Source: an optimization exercise on an open RTL-to-GDS flow (aim: a short achievable clock period and few clock cycles). Production flows keep margins and buffers that such runs may drop. RTL that was checked went through simulation tests only; none was proved equivalent to the original. Power and IR drop assume default switching activity.

## single_cycle_mips
module single_cycle_mips (
	input  logic                                clk,
	input  logic                                rst_n,
	output mips_pkg::word_t                     ir_addr,
	input  mips_pkg::word_t                     ir,
	input  mips_pkg::word_t                     read_data_mem,
	output logic                                cen,
	output logic                                wen,
	output logic                                oen,
	output logic [mips_pkg::dmem_addr_w-1:0]    a,
	output mips_pkg::word_t                     data_to_mem
);
	mips_pkg::word_t pc;
	mips_pkg::word_t ra_pred;              
	logic            d_v;
	mips_pkg::word_t d_ir;
	mips_pkg::word_t d_pc;
	logic            d_pred;               
	mips_pkg::word_t d_jrpred;             
	mips_pkg::word_t d_pc4;                
	mips_pkg::word_t d_bt;                 
	logic [31:1]     d_rs_oh, d_rt_oh;     
	logic            d_bx_rs, d_bx_rt;     
	logic            d_bw_rs, d_bw_rt;     
	logic                x_v;
	mips_pkg::reg_addr_t x_rd;             
	logic [5:0]          x_sel;            
	logic                x_sub;
	mips_pkg::word_t     x_a, x_b;         
	mips_pkg::word_t     x_bx;             
	mips_pkg::word_t     w_valn;           
	logic                x_fa, x_fb, x_fs;  
	logic [4:0]          x_sh;
	logic                x_load, x_isadd;
	logic                x_beq, x_bne, x_pred, x_jr;
	mips_pkg::word_t     x_alt;            
	mips_pkg::word_t     x_jrpred;
	logic [mips_pkg::dmem_addr_w-1:0] x_addr;
	mips_pkg::word_t     x_wdata;
	logic                x_cen, x_wen, x_oen;
	mips_pkg::reg_addr_t w_rd;
	mips_pkg::word_t     w_val;
	logic            x_redirect, d_redirect;
	mips_pkg::word_t x_target, d_target;
	mips_pkg::word_t pc4, f_bt, f_next;
  ...
export LEC_CHECK = 0
export CAP_MARGIN = 40
export CORE_MARGIN = 2
export CORE_UTILIZATION = 45
export SETUP_SLACK_MARGIN = 5
export SLEW_MARGIN = 40
export SYNTH_HIERARCHICAL = 1
export SYNTH_MINIMUM_KEEP_SIZE = 0
export TNS_END_PERCENT = 5
create_clock -name core_clock -period 8.0 [get_ports {clk}]
standard.sh (not shown) runs the stock make flow with config.mk's settings and CLKGATE_MAP_FILE= SYNTH_SCRIPT=/design/flow/synth_recipe.tcl, a recipe that flattens the netlist after the stock synthesis.
==> flow/flow/run.sh <==
#!/bin/bash
# The standard layout, with three changes after synthesis: the ports get
# sky130_fd_sc_hd__buf_4 buffers, sizing may swap a cell for one of another
# footprint, and the delay cells are not used (so the repairs use plain
# buffers). Each step's output goes to a log file of its own here.
set -euo pipefail
PLATFORM_DONT_USE=" sky130_fd_sc_hd__probe_p_8 sky130_fd_sc_hd__probec_p_8 sky130_fd_sc_hd__lpflow_bleeder_1 sky130_fd_sc_hd__lpflow_clkbufkapwr_1 sky130_fd_sc_hd__lpflow_clkbufkapwr_16 sky130_fd_sc_hd__lpflow_clkbufkapwr_2 sky130_fd_sc_hd__lpflow_clkbufkapwr_4 sky130_fd_sc_hd__lpflow_clkbufkapwr_8 sky130_fd_sc_hd__lpflow_clkinvkapwr_1 sky130_fd_sc_hd__lpflow_clkinvkapwr_16 sky130_fd_sc_hd__lpflow_clkinvkapwr_2 sky130_fd_sc_hd__lpflow_clkinvkapwr_4 sky130_fd_sc_hd__lpflow_clkinvkapwr_8 sky130_fd_sc_hd__lpflow_decapkapwr_12 sky130_fd_sc_hd__lpflow_decapkapwr_3 sky130_fd_sc_hd__lpflow_decapkapwr_4 sky130_fd_sc_hd__lpflow_decapkapwr_6 sky130_fd_sc_hd__lpflow_decapkapwr_8 sky130_fd_sc_hd__lpflow_inputiso0n_1 sky130_fd_sc_hd__lpflow_inputiso0p_1 sky130_fd_sc_hd__lpflow_inputiso1n_1 sky130_fd_sc_hd__lpflow_inputiso1p_1 sky130_fd_sc_hd__lpflow_inputisolatch_1 sky130_fd_sc_hd__lpflow_isobufsrc_1 sky130_fd_sc_hd__lpflow_isobufsrc_16 sky130_fd_sc_hd__lpflow_isobufsrc_2 sky130_fd_sc_hd__lpflow_isobufsrc_4 sky130_fd_sc_hd__lpflow_isobufsrc_8 sky130_fd_sc_hd__lpflow_isobufsrckapwr_16 sky130_fd_sc_hd__lpflow_lsbuf_lh_hl_isowell_tap_1 sky130_fd_sc_hd__lpflow_lsbuf_lh_hl_isowell_tap_2 sky130_fd_sc_hd__lpflow_lsbuf_lh_hl_isowell_tap_4 sky130_fd_sc_hd__lpflow_lsbuf_lh_isowell_4 sky130_fd_sc_hd__lpflow_lsbuf_lh_isowell_tap_1 sky130_fd_sc_hd__lpflow_lsbuf_lh_isowell_tap_2 sky130_fd_sc_hd__lpflow_lsbuf_lh_isowell_tap_4 "
DELAY_CELLS="sky130_fd_sc_hd__clkdlybuf4s15_1 sky130_fd_sc_hd__clkdlybuf4s15_2 sky130_fd_sc_hd__clkdlybuf4s18_1 sky130_fd_sc_hd__clkdlybuf4s18_2 sky130_fd_sc_hd__clkdlybuf4s25_1 sky130_fd_sc_hd__clkdlybuf4s25_2 sky130_fd_sc_hd__clkdlybuf4s50_1 sky130_fd_sc_hd__clkdlybuf4s50_2 sky130_fd_sc_hd__dlygate4sd1_1 sky130_fd_sc_hd__dlygate4sd2_1 sky130_fd_sc_hd__dlygate4sd3_1 sky130_fd_sc_hd__dlymetal6s2s_1 sky130_fd_sc_hd__dlymetal6s4s_1 sky130_fd_sc_hd__dlymetal6s6s_1"
bash standard.sh synth > flow_synth.log 2>&1
bash standard.sh "DONT_USE_CELLS=$PLATFORM_DONT_USE $DELAY_CELLS" MATCH_CELL_FOOTPRINT=0 \
	"BUFFER_PORTS_ARGS=-buffer_cell sky130_fd_sc_hd__buf_4" finish > flow_layout.log 2>&1
The starting point finished with timing, DRC and antenna clean.
Testbench counts at the start, summed over its fixed seeds: cycles 87,453.
Rerun with:
==> flow/run.sh (new file) <==
#!/bin/bash
# synth_recipe.tcl (not shown) runs the flow's synth.tcl, then flattens the netlist and writes it again
# the make line also repeats each setting of config.mk as NAME=value (left out here)
make -C /OpenROAD-flow-scripts/flow DESIGN_CONFIG=/design/flow/config.mk WORK_HOME=/design/flow/orfs CLKGATE_MAP_FILE= SYNTH_SCRIPT=/design/flow/synth_recipe.tcl finish
removed: flow/flow/run.sh
removed: flow/standard.sh
What happened:
- The new run completed with no timing, DRC or antenna violations
- sequential cell count is unchanged
- clock skew goes down by 20 ps
- synthesized cell count is unchanged

== run A ==
single_cycle_mips, a different RTL version from the one above (not shown whole).
Size in the first run: roughly 140 I/O pins, ~96,000 um^2 of cells after synthesis.
export LEC_CHECK = 0
export CAP_MARGIN = 40
export CORE_MARGIN = 2
export CORE_UTILIZATION = 52
export SETUP_SLACK_MARGIN = 5
export SLEW_MARGIN = 40
export SYNTH_HIERARCHICAL = 1
export SYNTH_MINIMUM_KEEP_SIZE = 0
export TNS_END_PERCENT = 5
create_clock -name core_clock -period 8.0 [get_ports {clk}]
==> flow/flow/run.sh <==
#!/bin/bash
# The standard layout, with one change after synthesis: the port buffers are
# sky130_fd_sc_hd__buf_4 (not the buffer the placer picks by itself). Each
# step's output goes to a log file of its own here.
set -euo pipefail
bash standard.sh synth > flow_synth.log 2>&1
bash standard.sh "BUFFER_PORTS_ARGS=-buffer_cell sky130_fd_sc_hd__buf_4" finish > flow_layout.log 2>&1
Run A did not stop at any stage, and its layout met the timing, DRC and antenna checks.
Changes in run B relative to run A:
Settings: CORE_UTILIZATION now 58, was 52.
==> flow/run.sh (new file) <==
#!/bin/bash
# synth_recipe.tcl (not shown) runs the flow's synth.tcl, then flattens the netlist and writes it again
# the make line also repeats each setting of config.mk as NAME=value (left out here)
make -C /OpenROAD-flow-scripts/flow DESIGN_CONFIG=/design/flow/config.mk WORK_HOME=/design/flow/orfs CLKGATE_MAP_FILE= SYNTH_SCRIPT=/design/flow/synth_recipe.tcl finish
removed: flow/flow/run.sh
removed: flow/standard.sh
## What came out
- Run B vs. run A: internal power of the cells higher; first-pass GRT wire length roughly the same; relative contribution of combinational cells to total power higher; peak supply drop lower.
- Summary — initial cell density of the core, run B relative to run A: higher, by 5.9 points.
- Worst setup slack after layout on run B is ahead of run A.
- Run B vs. run A: share of the final layout cell area in sequential cells decreased by 0.50 points relative to the old numbers, clock power share decreased by 1.0 points relative to the old numbers, number of slew-limit violations in the final report closely matched the old numbers.
Function was not checked in any run of this note: the RTL went through the layout flow alone.

Starting RTL as in the previous note.
==> flow/design.v (excerpt) <==
module single_cycle_mips (
	input  logic                                clk,
	input  logic                                rst_n,
	output mips_pkg::word_t                     ir_addr,
	input  mips_pkg::word_t                     ir,
	input  mips_pkg::word_t                     read_data_mem,
	output logic                                cen,
	output logic                                wen,
	output logic                                oen,
	output logic [mips_pkg::dmem_addr_w-1:0]    a,
	output mips_pkg::word_t                     data_to_mem
);
Settings: LEC_CHECK=0, CAP_MARGIN=40, CORE_MARGIN=2, CORE_UTILIZATION=52, SETUP_SLACK_MARGIN=5, SLEW_MARGIN=40, SYNTH_HIERARCHICAL=1, SYNTH_MINIMUM_KEEP_SIZE=0, TNS_END_PERCENT=5; clock period 8.0 ns.
run.sh (not shown) runs the stock make flow with config.mk's settings and CLKGATE_MAP_FILE= SYNTH_SCRIPT=/design/flow/synth_recipe.tcl, a recipe that flattens the netlist after the stock synthesis.
Stock flow here: none of the scripts above is used.
Then changed:
--- a/flow/config.mk
+++ b/flow/config.mk
@@ -10 +10 @@
-export CORE_UTILIZATION = 52
+export CORE_UTILIZATION = 45
=>
- sequential power is about the same
- total power stays flat
- sequential share of layout area increases by 0.17 points
- combinational power barely changes
- design area falls slightly
- first-iteration DRC count drops by a few percent
- worst hold slack gets better by 21 ps
No functional check of the RTL was part of any run of this note.

== harbor ==
Another version of the RTL of single_cycle_mips (not shown whole).
Size: roughly 140 I/O pins, ~97000 um^2 of cells after synthesis.
make LEC_CHECK=0 CAP_MARGIN=40 CORE_MARGIN=2 CORE_UTILIZATION=52 GPL_ROUTABILITY_DRIVEN=0 SETUP_SLACK_MARGIN=5 SLEW_MARGIN=40 SYNTH_HIERARCHICAL=1 SYNTH_MINIMUM_KEEP_SIZE=0 TNS_END_PERCENT=5 finish   # period 8.0 ns
Testbench counts of harbor, summed over its fixed seeds: cycles 84,597.
Input-level comparison between violet and harbor:
- GPL_ROUTABILITY_DRIVEN: 0 -> unset
Findings:
harbor reports its last element of the critical path as x_wdata[10] while violet reports x_bx[24].
In terms of via count, violet and harbor differ only marginally.
Routed length per placed instance up 3.8% in violet wrt harbor
| total length of routed met3 wires | violet vs harbor | 850 um higher |
Looking at cell area, violet sits about 0.4% higher than harbor does.
violet ended with more share of power burned in combinational logic than harbor.
Edits applied to the flow inputs when going from violet to willow:
- PLACE_DENSITY now 0.7, previously not set
Findings:
willow completed; timing, DRC and antenna clean. Comparing willow and violet, the higher global-route met3 utilization was measured on willow. Sort willow and violet by minimum period implied by the final worst setup slack desc -> top: willow. Between willow and violet, highest net fanout along the worst path is higher for violet, willow comes in under that. Worst hold-check slack: willow vs violet up 6.8 ps. violet → willow: final standard cell utilization of the core dropped 0.63 points, portion of the layout cell area used by clock cells comparable, power lower. Layout-stage area growth over the synthesis result for willow is lower than for violet. On worst-case reg-to-reg path depth: between willow and violet, it ends up higher for willow. Diff willow and violet: sequential fraction of total cell area higher in willow.

re-timing with driven ports:
How much do the figures lean on ideal ports? The routed layouts below were timed once more, with nothing changed but the port constraints. Step 1: set_driving_cell puts a clkbuf_16 on clk and a buf_2 on each other input, an assumption about the parent block. Step 2 times the ports against the registers' clock, not the clock port: input delays grow and output delays shrink by t, the midpoint of the rising clock arrivals with the driver on. Slacks: ideal ports / drivers / drivers and shift; pairs: ideal ports / drivers.
run	t (ns)	setup WS [ns]	hold WS [ns]	cell pins on the clock port's net
the first run of note 1	0.927	3.651 / 3.651 / 3.080	0.360 / 0.360 / 0.360	1
the second run of note 1	0.941	3.854 / 3.854 / 3.020	0.366 / 0.366 / 0.366	1
run A	0.947	3.995 / 3.995 / 3.250	0.373 / 0.373 / 0.373	1
run B	0.933	4.054 / 4.054 / 3.357	0.357 / 0.357 / 0.357	1
the first run of note 3	0.948	4.053 / 4.053 / 3.389	0.352 / 0.352 / 0.352	1
the second run of note 3	0.955	4.084 / 4.046 / 3.194	0.373 / 0.373 / 0.373	1
harbor	0.927	4.101 / 3.996 / 3.346	0.372 / 0.372 / 0.372	1
violet	0.954	4.062 / 3.940 / 3.361	0.361 / 0.361 / 0.361	1
willow	0.929	4.043 / 3.926 / 3.199	0.368 / 0.368 / 0.368	1
After both steps setup and hold are still met in every run listed. For the second run of note 3, which loses most, drivers alone change the setup slack by -0.038 ns; drivers and shift together by -0.890 ns.
